This design comes from an exercise in tuning for small area, a short achievable clock period and few clock cycles per item on the open sky130 flow, not from production work.
In this exercise RTL edits were held to simulation tests only and were not proved equivalent to the original.

==> flow/design.v (excerpt) <==
module ex_stage_muldiv #(
  parameter int unsigned DATA_W  = 32,
  parameter int unsigned SHAMT_W = $clog2(DATA_W)
) (
  input  logic              clk,
  input  logic              rst_n,
  input  logic              pridictor_wrong,
  input  logic [3:0]        id_ex_alu_op,
  input  logic              id_ex_reg_dst,
  input  logic              id_ex_alu_src,
  input  logic              id_ex_mem_read,
  input  logic              id_ex_mem_write,
  input  logic              id_ex_mem_to_reg,
  input  logic              id_ex_reg_write,
  input  logic              id_ex_branch,
  input  logic              id_ex_branch_bne,
  input  logic [DATA_W-1:0] id_ex_reg_read_data1,
  input  logic [DATA_W-1:0] id_ex_reg_read_data2,
  input  logic [4:0]        id_ex_rs,
  input  logic [4:0]        id_ex_rt,
  input  logic [4:0]        id_ex_rd,
  input  logic [DATA_W-1:0] id_ex_sign_extended,
  input  logic [DATA_W-1:0] ex_mem_alu_result,
  input  logic [DATA_W-1:0] wb_write_data,
  input  logic [4:0]        ex_mem_rd,
  input  logic [4:0]        mem_wb_rd,
  input  logic              ex_mem_reg_write_in,
  input  logic              mem_wb_reg_write,
  output logic [DATA_W-1:0] ex_mem_alu_result_out,
  output logic [DATA_W-1:0] ex_mem_reg_read_data2,
  output logic [4:0]        ex_mem_rd_out,
  output logic              ex_mem_mem_read,
  output logic              ex_mem_mem_write,
  output logic              ex_mem_mem_to_reg,
  output logic              ex_mem_reg_write,
  output logic              ex_mem_branch,
  output logic              ex_mem_branch_bne,
  output logic [4:0]        id_ex_rt_out,
  output logic              id_ex_mem_read_out,
  output logic              ex_stall,
  output logic              md_busy
);
==> flow/config.mk <==
export PLATFORM = sky130hd
export DESIGN_NAME = ex_stage_muldiv
export DESIGN_NICKNAME = ex_stage_muldiv
export VERILOG_FILES = /design/flow/design.v
export SDC_FILE = /design/flow/constraint.sdc
export NUM_CORES = 4
export LEC_CHECK = 0
export ABC_AREA = 1
export CAP_MARGIN = 20
export CORE_MARGIN = 2
export CORE_UTILIZATION = 40
export SETUP_SLACK_MARGIN = 3.5
export SLEW_MARGIN = 20
==> flow/constraint.sdc <==
create_clock -name core_clock -period 10.0 [get_ports {clk}]
set_input_delay 2.0000 -clock core_clock [delete_from_list [all_inputs] [get_ports {clk}]]
set_output_delay 2.0000 -clock core_clock [all_outputs]
set_load 0.01 [all_outputs]
standard.sh (not shown) runs the stock make flow with config.mk's settings and CLKGATE_MAP_FILE= SYNTH_SCRIPT=/design/flow/synth_recipe.tcl, a recipe that flattens the netlist after the stock synthesis.
==> flow/flow/run.sh <==
#!/bin/bash
# Standard layout, except that the port buffers are buf_2 cells rather than the
# delay-cell buffers buffer_ports picks by default.
set -euo pipefail
export BUFFER_PORTS_ARGS="-buffer_cell sky130_fd_sc_hd__buf_2"
bash standard.sh > standard_flow.log 2>&1
Testbench counts at the start, summed over its fixed seeds: cycles 7,077, instrs 4,816.
Next try:
--- a/flow/design.v
+++ b/flow/design.v
@@ -155,23 +155,24 @@
   logic         busy_q, m_div_q, m_mul_q, m_nl_q, m_hi_q;    
   logic         hinv_q;                                      
   logic         dv_q, sg_q, an_q, qn_q, dneg_q, fixu_q, nega_q, bp_q;
   logic [3:0]   cnt_q;
   logic [W-1:0] d_q;
   logic         p1_q, p2_q, n1_q, n2_q, q1_q, q2_q, r1_q, r2_q, cx_q;
+  logic         xm_q, xi_q, xl_q;
   logic         accept;
   assign md_busy = busy_q;
   assign accept  = is_md && !flush && !busy_q;
   logic [WA-1:0] bx, bx2, x1, y1, s1, x2, y2, s2;
   logic [W-1:0]  m1, m2;
   logic          g1, g2;
   assign bx  = {{3{sg_q && d_q[W-1]}}, d_q};
   assign bx2 = {bx[WA-2:0], 1'b0};
   assign x1 = ({WA{m_div_q}} & {2'b00, hi_q, lo_q[W-1]})
-            | ({WA{m_mul_q || m_hi_q}} & ({{3{hi_q[W-1]}}, hi_q} ^ {WA{m_hi_q && hinv_q}}))
-            | ({WA{m_nl_q}} & {3'b111, ~lo_q});
+            | ({WA{xm_q}} & ({{3{hi_q[W-1]}}, hi_q} ^ {WA{xi_q}}))
+            | ({WA{xl_q}} & {3'b111, ~lo_q});
   assign y1 = ({WA{p1_q}} & bx) | ({WA{p2_q}} & bx2) | ({WA{n1_q}} & ~bx) | ({WA{n2_q}} & ~bx2);
   pfx_add #(.W(WA)) u_add1 (.a(x1), .b(y1), .ci(n1_q || n2_q || cx_q), .s(s1), .co());
   assign g1 = !s1[WA-1];
   assign m1 = g1 ? s1[W-1:0] : x1[W-1:0];
   assign x2 = m_div_q ? {2'b00, m1, lo_q[W-2]} : {{2{s1[WA-1]}}, s1[WA-1:2]};
   assign y2 = ({WA{q1_q}} & bx) | ({WA{q2_q}} & bx2) | ({WA{r1_q}} & ~bx) | ({WA{r2_q}} & ~bx2);
@@ -308,12 +309,13 @@
       qn_q    <= 1'b0;
       dneg_q  <= 1'b0;
       fixu_q  <= 1'b0;
       hi_q    <= '0;
       lo_q    <= '0;
       {p1_q, p2_q, n1_q, n2_q, q1_q, q2_q, r1_q, r2_q, cx_q} <= '0;
+      {xm_q, xi_q, xl_q} <= '0;
     end else begin
       busy_q  <= busy_d;
       m_div_q <= m_div_d;
       m_mul_q <= m_mul_d;
       m_nl_q  <= m_nl_d;
       m_hi_q  <= m_hi_d;
@@ -328,12 +330,15 @@
       dneg_q  <= dneg_d;
       fixu_q  <= fixu_d;
       hi_q    <= hi_d;
       lo_q    <= lo_d;
       {p1_q, p2_q, n1_q, n2_q, q1_q, q2_q, r1_q, r2_q, cx_q} <=
         {p1_d, p2_d, n1_d, n2_d, q1_d, q2_d, r1_d, r2_d, cx_d};
+      xm_q    <= m_mul_d || m_hi_d;
+      xi_q    <= m_hi_d && hinv_d;
+      xl_q    <= m_nl_d;
     end
   end
 endmodule
 module pfx_add #(parameter int W = 32) (
   input  logic [W-1:0] a, b,
   input  logic         ci,
=> The new run completed without violations; wire length came out lower by 0.82%; cell count stays flat; design area came out higher by about 2.5%; via count came out higher by 0.35%; setup slack improved by 0.14 ns; first-iteration DRC count came out higher by 11%; global-route usage came out lower by 2.0 points; clock skew came out higher by 0.0050 ns; fmax came out higher by about 2.2%; critical path depth came out higher by 5; count of clock-buffer cells in the layout stays the same; die area came out higher by 3.3%.
Testbench counts after the change, summed over its fixed seeds: cycles 7,077, instrs 4,816.

========
== 04-12 ==
ex_stage_muldiv, a different RTL version from the one above (not shown whole).
For scale: roughly 3300 cells after synthesis, ~0.026 sq mm of cells after synthesis.
export LEC_CHECK = 0
export CAP_MARGIN = 20
export CORE_MARGIN = 2
export CORE_UTILIZATION = 40
export SETUP_SLACK_MARGIN = 3.5
export SLEW_MARGIN = 20
create_clock -name core_clock -period 10.0 [get_ports {clk}]
Scripts as last shown in full above: flow/flow/run.sh
Looking at the reports, 04-12 completed the entire flow and the layout it produced met the timing, design-rule and antenna checks.
Testbench counts of 04-12, summed over its fixed seeds: cycles 7,077, instrs 4,816.
#### Input delta (03-03 over 04-12)
-- flow/design.v --
<<< 04-12, line 205
  assign g2 = !s2[WA-1];
  assign n2 = g2 ? s2[W-1:0] : x2[W-1:0];
  logic [WA-1:0] yd, xk, sk;
  logic          skip;
  assign yd   = bx ^ {WA{!dneg_q}};
  assign xk   = {3'b000, hi_q[W-9:0], lo_q[W-1:W-8]};
  pfx_add #(.W(WA)) u_addk (.a(xk), .b(yd), .ci(!dneg_q), .s(sk), .co());
  assign skip = (hi_q[W-1:W-8] == '0) && sk[WA-1] && (cnt_q <= 4'd11);
  always_ff @(posedge clk) begin
    if (accept) d_q <= fwd_b;
>>> 03-03, line 205
  assign g2 = !s2[WA-1];
  assign n2 = g2 ? s2[W-1:0] : x2[W-1:0];
  logic skip;
  assign skip = (hi_q == '0) && (lo_q[W-1:W-8] == '0) && (d_q != '0) && (cnt_q <= 4'd11);
  always_ff @(posedge clk) begin
    if (accept) d_q <= fwd_b;
<<< 04-12, line 261
        if (skip) begin
          cnt_q <= cnt_q + 4'd4;
          hi_q  <= {hi_q[W-9:0], lo_q[W-1:W-8]};
          lo_q  <= {lo_q[W-9:0], 8'd0};
        end else begin
>>> 03-03, line 257
        if (skip) begin
          cnt_q <= cnt_q + 4'd4;
          lo_q  <= {lo_q[W-9:0], 8'd0};
        end else begin
## What came out
When 03-03 is measured against 04-12, its non-clock buffer share of cell area turns out 1.6 points higher. Final clock period utilization by the worst path: 03-03 < 04-12. The largest incremental delay on the critical path reported for 03-03 is greater than that of 04-12 by 0.03 ns. [03-03] final cell count without fillers fell 121 relative to 04-12. Summary of 03-03 over 04-12: area growth from synthesis to layout moved up, die footprint moved down, worst hold slack moved up.
Testbench counts of 03-03, summed over its fixed seeds: cycles 7,772, instrs 4,816.

## port drivers added, routing unchanged
The flow's constraints put no driver on any port. The routed layouts listed below were extracted and timed again, unchanged, in two steps.
Step 1: set_driving_cell puts a clkbuf_16 on clk and a buf_2 on each other input, an assumption about the parent block.
Step 2 adds t to the input delays and takes it off the output delays; t is the mean of the earliest and latest rising clock arrival at the registers after step 1. Input paths then give back, and output paths get back, about the clock's delay inside the block.
Three values: ideal ports, drivers, drivers and shift; two values: the first two.
run | t (ns) | setup slack, ns | clock arrival spread, ns | slew at the worst register clock pin (ns) | worst data-port slew with drivers (ns)
the first run of note 1 | 0.586 | 3.465 / 3.465 / 3.220 | 0.022 / 0.022 | 0.10 / 0.10 | 0.11
the second run of note 1 | 0.587 | 3.608 / 3.608 / 3.169 | 0.026 / 0.025 | 0.11 / 0.11 | 0.05
04-12 | 0.583 | 2.787 / 2.787 / 2.787 | 0.021 / 0.021 | 0.09 / 0.09 | 0.10
03-03 | 0.570 | 3.246 / 3.246 / 2.797 | 0.030 / 0.030 | 0.10 / 0.10 | 0.11
After both steps setup and hold are still met in every run listed. For 03-03, which loses most, drivers alone change the setup slack by 0.000 ns; drivers and shift together by -0.449 ns.
